Context: an optimization exercise on an open-source flow, tuned for small area. The choices shown serve that exercise and are no tape-out recipe. In this exercise RTL edits were held to simulation tests only and were not proved equivalent to the original.

== before ==
==> flow/design.v <==
`default_nettype none
package hdc_pkg;
  localparam int unsigned HV_DIM     = 128;
  localparam int unsigned IM_ADDR_W  = 10;
  localparam int unsigned SET_W      = 3;
  localparam int unsigned INDEX_W    = 7;
  localparam int unsigned SEED_W     = 32;
  localparam int unsigned NUM_SETS   = 8;
  localparam int unsigned BUND_CNT_W = 8;
  localparam logic [SEED_W-1:0] CIM_BASE_SEED = 32'd621635317;
  localparam logic [NUM_SETS*SEED_W-1:0] ORTHO_SEEDS = {
    32'd2535149661,
    32'd2525737372,
    32'd4032445525,
    32'd811160829,
    32'd2850820469,
    32'd3074702788,
    32'd2391206478,
    32'd1103779247
  };
endpackage
module hdc_nor2  (input wire a, input wire b, output wire y);                  assign y = ~(a | b);              endmodule
module hdc_and2  (input wire a, input wire b, output wire y);                  assign y = a & b;                 endmodule
module hdc_xor2  (input wire a, input wire b, output wire y);                  assign y = a ^ b;                 endmodule
module hdc_xnor2 (input wire a, input wire b, output wire y);                  assign y = ~(a ^ b);              endmodule
module hdc_o21ai (input wire a1, input wire a2, input wire b1, output wire y); assign y = ~((a1 | a2) & b1);     endmodule
module hdc_o21a  (input wire a1, input wire a2, input wire b1, output wire y); assign y = (a1 | a2) & b1;        endmodule
module hdc_mux2i (input wire a0, input wire a1, input wire s, output wire y);  assign y = ~(s ? a1 : a0);         endmodule
`default_nettype wire
`default_nettype none
module item_mem_port (
  input  logic        cim_i,
  input  logic [2:0]  set_i,
  input  logic [4:0]  rot_i,      
  output logic [31:0] nrot_o
);
  logic [31:0] seed;
  logic [4:0]  sel;
  logic [31:0] st [6];
  assign seed  = (cim_i ? hdc_pkg::CIM_BASE_SEED
                        : hdc_pkg::ORTHO_SEEDS[set_i*32 +: 32]);
  assign sel   = rot_i & {5{~cim_i}};
  assign st[0] = seed;
  for (genvar k = 0; k < 5; k++) begin : g_stage
    for (genvar j = 0; j < 32; j++) begin : g_bit
      hdc_mux2i u_mux (
        .a0 ( st[k][j]                   ),
        .a1 ( st[k][(j + 32 - (1 << k)) % 32] ),
        .s  ( sel[k]                     ),
        .y  ( st[k+1][j]                 )
      );
    end
  end
  assign nrot_o = st[5];
endmodule
`default_nettype wire
`default_nettype none
module hv_bundler (
  input  logic         clk_i,
  input  logic         arst_n_i,
  input  logic         valid_i,
  input  logic         last_i,
  input  logic [127:0] e_i,        
  output logic         par_o,      
  output logic [127:0] qhv_o,
  output logic         qhv_valid_o
);
  logic start_q;
  logic par_q;
  logic qhv_valid_q;
  logic [127:0][7:0] x_q;
  logic [127:0][7:0] x_d;
  always_ff @(posedge clk_i or negedge arst_n_i) begin
    if (!arst_n_i) begin
      start_q     <= 1'b1;
      par_q       <= 1'b0;
      qhv_valid_q <= 1'b0;
    end else begin
      qhv_valid_q <= valid_i & last_i;
      if (valid_i) begin
        start_q <= last_i;
        par_q   <= ~par_o;
      end
    end
  end
  assign par_o = par_q & ~start_q;
  logic nvalid, nstart;
  assign nvalid = ~valid_i;
  assign nstart = ~start_q;
  for (genvar i = 0; i < 128; i++) begin : g_pos
    logic [7:0] t;     
    logic [6:0] nm, u;
    logic       m7;
    assign t[0] = e_i[i];
    for (genvar k = 0; k < 7; k++) begin : g_bit
      hdc_nor2 u_nm (.a(x_q[i][k]), .b(start_q), .y(nm[k]));
      if (k % 2 == 0) begin : g_even
        hdc_nor2  u_u (.a(nvalid), .b(t[k]), .y(u[k]));
        hdc_o21ai u_t (.a1(x_q[i][k]), .a2(start_q), .b1(t[k]), .y(t[k+1]));
      end else begin : g_odd
        hdc_and2  u_u (.a(valid_i), .b(t[k]), .y(u[k]));
        hdc_nor2  u_t (.a(t[k]), .b(nm[k]), .y(t[k+1]));
      end
      hdc_xnor2 u_d (.a(nm[k]), .b(u[k]), .y(x_d[i][k]));
    end
    hdc_and2  u_m7 (.a(x_q[i][7]), .b(nstart), .y(m7));
    hdc_xnor2 u_d7 (.a(m7), .b(t[7]), .y(x_d[i][7]));
    assign qhv_o[i] = x_q[i][7];
  end
  always_ff @(posedge clk_i) begin
    x_q <= x_d;
  end
  assign qhv_valid_o = qhv_valid_q;
endmodule
`default_nettype wire
`default_nettype none
module hdc_encoder_top (
  input  logic              clk_i,
  input  logic              arst_n_i,
  input  logic              req_valid_i,
  input  logic              req_last_i,
  input  logic              req_cim_a_i,
  input  logic              req_cim_b_i,
  input  logic [9:0]        req_addr_a_i,
  input  logic [9:0]        req_addr_b_i,
  output logic [127:0]      qhv_o,
  output logic              qhv_valid_o
);
  logic       valid_q;
  logic       last_q;
  logic       cim_a_q, cim_b_q;
  logic [2:0] set_a_q, set_b_q;
  logic [4:0] rot_a_q, rot_b_q;
  logic [6:0] lo_q, hi_q;
  logic [6:0] flip_a, flip_b, lo_d, hi_d;
  assign flip_a = req_cim_a_i ? req_addr_a_i[9:3] : 7'd0;
  assign flip_b = req_cim_b_i ? req_addr_b_i[9:3] : 7'd0;
  assign lo_d   = (flip_a < flip_b) ? flip_a : flip_b;
  assign hi_d   = (flip_a < flip_b) ? flip_b : flip_a;
  always_ff @(posedge clk_i or negedge arst_n_i) begin
    if (!arst_n_i) begin
      valid_q <= 1'b0;
    end else begin
      valid_q <= req_valid_i;
    end
  end
  always_ff @(posedge clk_i) begin
    last_q  <= req_last_i;
    cim_a_q <= req_cim_a_i;
    cim_b_q <= req_cim_b_i;
    set_a_q <= req_addr_a_i[9:7];
    set_b_q <= req_addr_b_i[9:7];
    rot_a_q <= req_addr_a_i[4:0];
    rot_b_q <= req_addr_b_i[4:0];
    lo_q    <= lo_d;
    hi_q    <= hi_d;
  end
  logic         par, nvalid;
  logic [31:0]  nrot_a, nrot_b, per_x, per_p, per;
  logic [6:0]   lo, hi;
  assign nvalid = ~valid_q;
  item_mem_port u_im_a (.cim_i(cim_a_q), .set_i(set_a_q), .rot_i(rot_a_q), .nrot_o(nrot_a));
  item_mem_port u_im_b (.cim_i(cim_b_q), .set_i(set_b_q), .rot_i(rot_b_q), .nrot_o(nrot_b));
  for (genvar j = 0; j < 32; j++) begin : g_per
    hdc_xnor2 u_x (.a(nrot_a[j]), .b(nrot_b[j]), .y(per_x[j]));
    hdc_xor2  u_p (.a(per_x[j]), .b(par), .y(per_p[j]));
    hdc_nor2  u_v (.a(nvalid), .b(per_p[j]), .y(per[j]));
  end
  assign lo = lo_q;
  assign hi = hi_q;
  logic [7:0]  lo_gln, lo_gen, hi_gln, hi_gen;
  logic [15:0] lo_lln, hi_lln;
  always_comb begin
    for (int v = 0; v < 8; v++) begin
      lo_gln[v] = ~(v < lo[6:4]);
      lo_gen[v] = ~(v == lo[6:4]);
      hi_gln[v] = ~((v < hi[6:4]) & valid_q);
      hi_gen[v] = ~((v == hi[6:4]) & valid_q);
    end
    for (int v = 0; v < 16; v++) begin
      lo_lln[v] = ~(v < lo[3:0]);
      hi_lln[v] = ~(v < hi[3:0]);
    end
  end
  logic [127:0] lt_lo, nlt_hi, band, e;
  for (genvar i = 0; i < 128; i++) begin : g_bind
    if (i % 16 == 15) begin : g_top
      assign lt_lo[i]  = ~lo_gln[i/16];
      assign nlt_hi[i] = hi_gln[i/16];
    end else begin : g_mid
      hdc_o21ai u_lo (.a1(lo_gen[i/16]), .a2(lo_lln[i%16]), .b1(lo_gln[i/16]), .y(lt_lo[i]));
      hdc_o21a  u_hi (.a1(hi_gen[i/16]), .a2(hi_lln[i%16]), .b1(hi_gln[i/16]), .y(nlt_hi[i]));
    end
    hdc_nor2  u_bd (.a(nlt_hi[i]), .b(lt_lo[i]), .y(band[i]));
    hdc_xor2  u_e  (.a(per[i % 32]), .b(band[i]), .y(e[i]));
  end
  hv_bundler u_bundler (
    .clk_i       ( clk_i       ),
    .arst_n_i    ( arst_n_i    ),
    .valid_i     ( valid_q     ),
    .last_i      ( last_q      ),
    .e_i         ( e           ),
    .par_o       ( par         ),
    .qhv_o       ( qhv_o       ),
    .qhv_valid_o ( qhv_valid_o )
  );
endmodule
`default_nettype wire
export LEC_CHECK = 0
export ABC_AREA = 0
export CAP_MARGIN = 20
export CORE_MARGIN = 2
export CORE_UTILIZATION = 55
export CTS_CLUSTER_DIAMETER = 100
export CTS_CLUSTER_SIZE = 25
export PLACE_DENSITY = 0.7
export SLEW_MARGIN = 20
export SYNTH_HIERARCHICAL = 1
create_clock -name core_clock -period 5.0 [get_ports {clk_i}]
run.sh (not shown) runs the stock make flow with config.mk's settings and CLKGATE_MAP_FILE= SYNTH_SCRIPT=/design/flow/synth_recipe.tcl, a recipe that flattens the netlist after the stock synthesis.
Inputs modified between before and after:
--- a/flow/design.v
+++ b/flow/design.v
@@ -184,13 +184,8 @@
   end
   logic [127:0] lt_lo, nlt_hi, band, e;
   for (genvar i = 0; i < 128; i++) begin : g_bind
-    if (i % 16 == 15) begin : g_top
-      assign lt_lo[i]  = ~lo_gln[i/16];
-      assign nlt_hi[i] = hi_gln[i/16];
-    end else begin : g_mid
-      hdc_o21ai u_lo (.a1(lo_gen[i/16]), .a2(lo_lln[i%16]), .b1(lo_gln[i/16]), .y(lt_lo[i]));
-      hdc_o21a  u_hi (.a1(hi_gen[i/16]), .a2(hi_lln[i%16]), .b1(hi_gln[i/16]), .y(nlt_hi[i]));
-    end
+    hdc_o21ai u_lo (.a1(lo_gen[i/16]), .a2(lo_lln[i%16]), .b1(lo_gln[i/16]), .y(lt_lo[i]));
+    hdc_o21a  u_hi (.a1(hi_gen[i/16]), .a2(hi_lln[i%16]), .b1(hi_gln[i/16]), .y(nlt_hi[i]));
     hdc_nor2  u_bd (.a(nlt_hi[i]), .b(lt_lo[i]), .y(band[i]));
     hdc_xor2  u_e  (.a(per[i % 32]), .b(band[i]), .y(e[i]));
   end
### Flow results
- The final instance area on after is in line with that on before.
- The flow did not stop early for after: all stages ran, and the layout cleared the timing, DRC and antenna checks.
- The standard-cell row count was comparable across after and before.
- Changes observed in after relative to before: clock-pin transition on the worst setup and hold timing paths about even; data arrival at the endpoint of the critical path went up 50 ps.
- Between after and before, the clock-cell share of area is lower for after.
- Compared with before, non-clock buffer count in after increased by a few percent.

---

hdc_encoder_top, a different RTL version from the one above (not shown whole).
Size: ~5200 cells after synthesis, about 1100 flip-flops, roughly 160 I/O pins, about 0.051 mm2 of cells after synthesis.
==> module hdc_or3, before the edit <==
module hdc_or3   (input wire a, input wire b, input wire c, output wire y);   assign y = a | b | c;             endmodule
==> module hdc_a21o, before the edit <==
module hdc_a21o  (input wire a1, input wire a2, input wire b1, output wire y); assign y = (a1 & a2) | b1;        endmodule
==> module hv_bundler, before the edit <==
module hv_bundler (
  input  logic         clk_i,
  input  logic         arst_n_i,
  input  logic         valid_i,
  input  logic         last_i,
  input  logic [127:0] ue_i,       
  output logic         par_o,      
  output logic [127:0] qhv_o,
  output logic         qhv_valid_o
);
  logic start_q;
  logic par_q;
  logic qhv_valid_q;
  logic [127:0][7:0] x_q;
  logic [127:0][7:0] x_d;
  always_ff @(posedge clk_i or negedge arst_n_i) begin
    if (!arst_n_i) begin
      start_q     <= 1'b1;
      par_q       <= 1'b0;
      qhv_valid_q <= 1'b0;
    end else begin
      qhv_valid_q <= valid_i & last_i;
      if (valid_i) begin
        start_q <= last_i;
        par_q   <= ~par_o;
      end
    end
  end
  assign par_o = par_q & ~start_q;
  logic nvalid, nstart;
  assign nvalid = ~valid_i;
  assign nstart = ~start_q;
  for (genvar i = 0; i < 128; i++) begin : g_pos
    logic [7:0] u;
    logic [6:0] nm;
    logic       m7, t7;
    assign u[0] = ue_i[i];
    for (genvar k = 0; k < 7; k++) begin : g_bit
      hdc_nor2  u_nm (.a(x_q[i][k]), .b(start_q), .y(nm[k]));
      hdc_a21o  u_u  (.a1(valid_i), .a2(nm[k]), .b1(u[k]), .y(u[k+1]));
      hdc_xnor2 u_d  (.a(nm[k]), .b(u[k]), .y(x_d[i][k]));
    end
    hdc_nor2  u_t7 (.a(nvalid), .b(u[7]), .y(t7));
    hdc_and2  u_m7 (.a(x_q[i][7]), .b(nstart), .y(m7));
    hdc_xor2  u_d7 (.a(m7), .b(t7), .y(x_d[i][7]));
    assign qhv_o[i] = x_q[i][7];
  end
  always_ff @(posedge clk_i) begin
    x_q <= x_d;
  end
  assign qhv_valid_o = qhv_valid_q;
endmodule
==> module hdc_encoder_top, before the edit <==
module hdc_encoder_top (
  input  logic              clk_i,
  input  logic              arst_n_i,
  input  logic              req_valid_i,
  input  logic              req_last_i,
  input  logic              req_cim_a_i,
  input  logic              req_cim_b_i,
  input  logic [9:0]        req_addr_a_i,
  input  logic [9:0]        req_addr_b_i,
  output logic [127:0]      qhv_o,
  output logic              qhv_valid_o
);
  logic       valid_q;
  logic       last_q;
  logic       cim_a_q, cim_b_q;
  logic [2:0] set_a_q, set_b_q;
  logic [4:0] rot_a_q, rot_b_q;
  logic [6:0] lo_q, hi_q;
  logic [6:0] flip_a, flip_b, lo_d, hi_d;
  assign flip_a = req_cim_a_i ? req_addr_a_i[9:3] : 7'd0;
  assign flip_b = req_cim_b_i ? req_addr_b_i[9:3] : 7'd0;
  assign lo_d   = (flip_a < flip_b) ? flip_a : flip_b;
  assign hi_d   = (flip_a < flip_b) ? flip_b : flip_a;
  always_ff @(posedge clk_i or negedge arst_n_i) begin
    if (!arst_n_i) begin
      valid_q <= 1'b0;
    end else begin
      valid_q <= req_valid_i;
    end
  end
  always_ff @(posedge clk_i) begin
    last_q  <= req_last_i;
    cim_a_q <= req_cim_a_i;
    cim_b_q <= req_cim_b_i;
    set_a_q <= req_addr_a_i[9:7];
    set_b_q <= req_addr_b_i[9:7];
    rot_a_q <= req_addr_a_i[4:0];
    rot_b_q <= req_addr_b_i[4:0];
    lo_q    <= lo_d;
    hi_q    <= hi_d;
  end
  logic         par, nvalid;
  logic [31:0]  nrot_a, nrot_b, per_x, per_p, per;
  logic [6:0]   lo, hi;
  assign nvalid = ~valid_q;
  item_mem_port u_im_a (.cim_i(cim_a_q), .set_i(set_a_q), .rot_i(rot_a_q), .nrot_o(nrot_a));
  item_mem_port u_im_b (.cim_i(cim_b_q), .set_i(set_b_q), .rot_i(rot_b_q), .nrot_o(nrot_b));
  for (genvar j = 0; j < 32; j++) begin : g_per
    hdc_xnor2 u_x (.a(nrot_a[j]), .b(nrot_b[j]), .y(per_x[j]));
    hdc_xor2  u_p (.a(per_x[j]), .b(par), .y(per_p[j]));
    hdc_and2  u_v (.a(valid_q), .b(per_p[j]), .y(per[j]));
  end
  assign lo = lo_q;
  assign hi = hi_q;
  logic [7:0]  grp_f, grp_a, grp_b;
  logic [15:0] ge_l, lt_l;
  logic        same;
  assign same = lo[6:4] == hi[6:4];
  always_comb begin
    for (int v = 0; v < 8; v++) begin
      grp_f[v] = valid_q & (v > lo[6:4]) & (v < hi[6:4]);
      grp_a[v] = valid_q & (v == lo[6:4]);
      grp_b[v] = valid_q & (v == hi[6:4]) & ~same;
    end
    for (int v = 0; v < 16; v++) begin
      lt_l[v] = v < hi[3:0];
      ge_l[v] = (v >= lo[3:0]) & (~same | lt_l[v]);
    end
  end
  logic [127:0] band, ue;
  for (genvar i = 0; i < 128; i++) begin : g_bind
    if (i / 16 == 0) begin : g_first
      hdc_and2  u_bd (.a(grp_a[0]), .b(ge_l[i%16]), .y(band[i]));
    end else if (i / 16 == 7) begin : g_last
      hdc_a22o  u_bd (.a1(grp_a[7]), .a2(ge_l[i%16]), .b1(grp_b[7]), .b2(lt_l[i%16]), .y(band[i]));
    end else begin : g_mid
      hdc_a221o u_bd (.a1(grp_a[i/16]), .a2(ge_l[i%16]), .b1(grp_b[i/16]), .b2(lt_l[i%16]),
                      .c1(grp_f[i/16]), .y(band[i]));
    end
    hdc_xor2  u_e  (.a(per[i % 32]), .b(band[i]), .y(ue[i]));
  end
  hv_bundler u_bundler (
    .clk_i       ( clk_i       ),
    .arst_n_i    ( arst_n_i    ),
    .valid_i     ( valid_q     ),
    .last_i      ( last_q      ),
    .ue_i        ( ue          ),
    .par_o       ( par         ),
    .qhv_o       ( qhv_o       ),
    .qhv_valid_o ( qhv_valid_o )
  );
endmodule
clock: 5.0 ns
lec_check: 0
abc_area: 0
cap_margin: 0
core_margin: 2
core_utilization: 75
cts_cluster_diameter: 120
cts_cluster_size: 28
gpl_routability_driven: 0
place_density: 0.85
slew_margin: 0
synth_hierarchical: 1
standard.sh (not shown) runs the stock make flow with config.mk's settings and CLKGATE_MAP_FILE= SYNTH_SCRIPT=/design/flow/synth_recipe.tcl, a recipe that flattens the netlist after the stock synthesis.
==> flow/flow/run.sh <==
#!/bin/bash
# Standard layout, with the port buffers made from the smallest buffer cell.
set -euo pipefail
bash standard.sh BUFFER_PORTS_ARGS="-buffer_cell sky130_fd_sc_hd__buf_1" finish > standard.log 2>&1
Then changed:
--- a/flow/design.v
+++ b/flow/design.v
@@ -32,6 +32,4 @@
   assign y = (a1 & a2) | (b1 & b2);
 endmodule
-module hdc_or3   (input wire a, input wire b, input wire c, output wire y);   assign y = a | b | c;             endmodule
-module hdc_a21o  (input wire a1, input wire a2, input wire b1, output wire y); assign y = (a1 & a2) | b1;        endmodule
 module hdc_mux2i (input wire a0, input wire a1, input wire s, output wire y);  assign y = ~(s ? a1 : a0);         endmodule
 `default_nettype wire
@@ -69,5 +67,5 @@
   input  logic         valid_i,
   input  logic         last_i,
-  input  logic [127:0] ue_i,       
+  input  logic [127:0] e_i,        
   output logic         par_o,      
   output logic [127:0] qhv_o,
@@ -97,16 +95,21 @@
   assign nstart = ~start_q;
   for (genvar i = 0; i < 128; i++) begin : g_pos
-    logic [7:0] u;
-    logic [6:0] nm;
-    logic       m7, t7;
-    assign u[0] = ue_i[i];
+    logic [7:0] t;     
+    logic [6:0] nm, u;
+    logic       m7;
+    assign t[0] = e_i[i];
     for (genvar k = 0; k < 7; k++) begin : g_bit
-      hdc_nor2  u_nm (.a(x_q[i][k]), .b(start_q), .y(nm[k]));
-      hdc_a21o  u_u  (.a1(valid_i), .a2(nm[k]), .b1(u[k]), .y(u[k+1]));
-      hdc_xnor2 u_d  (.a(nm[k]), .b(u[k]), .y(x_d[i][k]));
-    end
-    hdc_nor2  u_t7 (.a(nvalid), .b(u[7]), .y(t7));
+      hdc_nor2 u_nm (.a(x_q[i][k]), .b(start_q), .y(nm[k]));
+      if (k % 2 == 0) begin : g_even
+        hdc_nor2  u_u (.a(nvalid), .b(t[k]), .y(u[k]));
+        hdc_o21ai u_t (.a1(x_q[i][k]), .a2(start_q), .b1(t[k]), .y(t[k+1]));
+      end else begin : g_odd
+        hdc_and2  u_u (.a(valid_i), .b(t[k]), .y(u[k]));
+        hdc_nor2  u_t (.a(t[k]), .b(nm[k]), .y(t[k+1]));
+      end
+      hdc_xnor2 u_d (.a(nm[k]), .b(u[k]), .y(x_d[i][k]));
+    end
     hdc_and2  u_m7 (.a(x_q[i][7]), .b(nstart), .y(m7));
-    hdc_xor2  u_d7 (.a(m7), .b(t7), .y(x_d[i][7]));
+    hdc_xnor2 u_d7 (.a(m7), .b(t[7]), .y(x_d[i][7]));
     assign qhv_o[i] = x_q[i][7];
   end
@@ -168,5 +171,5 @@
     hdc_xnor2 u_x (.a(nrot_a[j]), .b(nrot_b[j]), .y(per_x[j]));
     hdc_xor2  u_p (.a(per_x[j]), .b(par), .y(per_p[j]));
-    hdc_and2  u_v (.a(valid_q), .b(per_p[j]), .y(per[j]));
+    hdc_nor2  u_v (.a(nvalid), .b(per_p[j]), .y(per[j]));
   end
   assign lo = lo_q;
@@ -187,5 +190,5 @@
     end
   end
-  logic [127:0] band, ue;
+  logic [127:0] band, e;
   for (genvar i = 0; i < 128; i++) begin : g_bind
     if (i / 16 == 0) begin : g_first
@@ -197,5 +200,5 @@
                       .c1(grp_f[i/16]), .y(band[i]));
     end
-    hdc_xor2  u_e  (.a(per[i % 32]), .b(band[i]), .y(ue[i]));
+    hdc_xor2  u_e  (.a(per[i % 32]), .b(band[i]), .y(e[i]));
   end
   hv_bundler u_bundler (
@@ -204,5 +207,5 @@
     .valid_i     ( valid_q     ),
     .last_i      ( last_q      ),
-    .ue_i        ( ue          ),
+    .e_i         ( e           ),
     .par_o       ( par         ),
     .qhv_o       ( qhv_o       ),
What happened:
- via count went up by about 11%
- wire length went up by about 8%
- clock-buffer cell count does not change
- final cell count went up by 13%
- register-to-register slack improves by 0.15 ns

[port drivers added, routing unchanged]
In the flow no input, the clock included, has a driving cell. The finished layouts below were timed again as built, in two steps. Step 1, drivers: a clkbuf_16 drives clk_i and a buf_2 each remaining input, both assumed. Step 2 also shifts input and output timing later by t, the mid clock arrival at the registers, as if the neighbouring blocks saw the same clock. Slacks: ideal / step 1 / step 2; pairs: ideal / step 1.
run | shift t [ns] | setup WS [ns] | hold slack, ns | slew at the worst register clock pin (ns)
before | 0.713 | 0.353 / 0.353 / 0.353 | 0.478 / 0.478 / 0.478 | 0.10 / 0.10
after | 0.714 | 0.320 / 0.320 / 0.320 | 0.504 / 0.504 / 0.504 | 0.11 / 0.11
the first run of note 2 | 0.681 | 0.110 / 0.110 / 0.110 | 0.231 / 0.191 / 0.489 | 0.11 / 0.11
the second run of note 2 | 0.687 | 0.257 / 0.257 / 0.257 | 0.195 / 0.149 / 0.485 | 0.11 / 0.11
After both steps setup and hold are still met in every run listed.
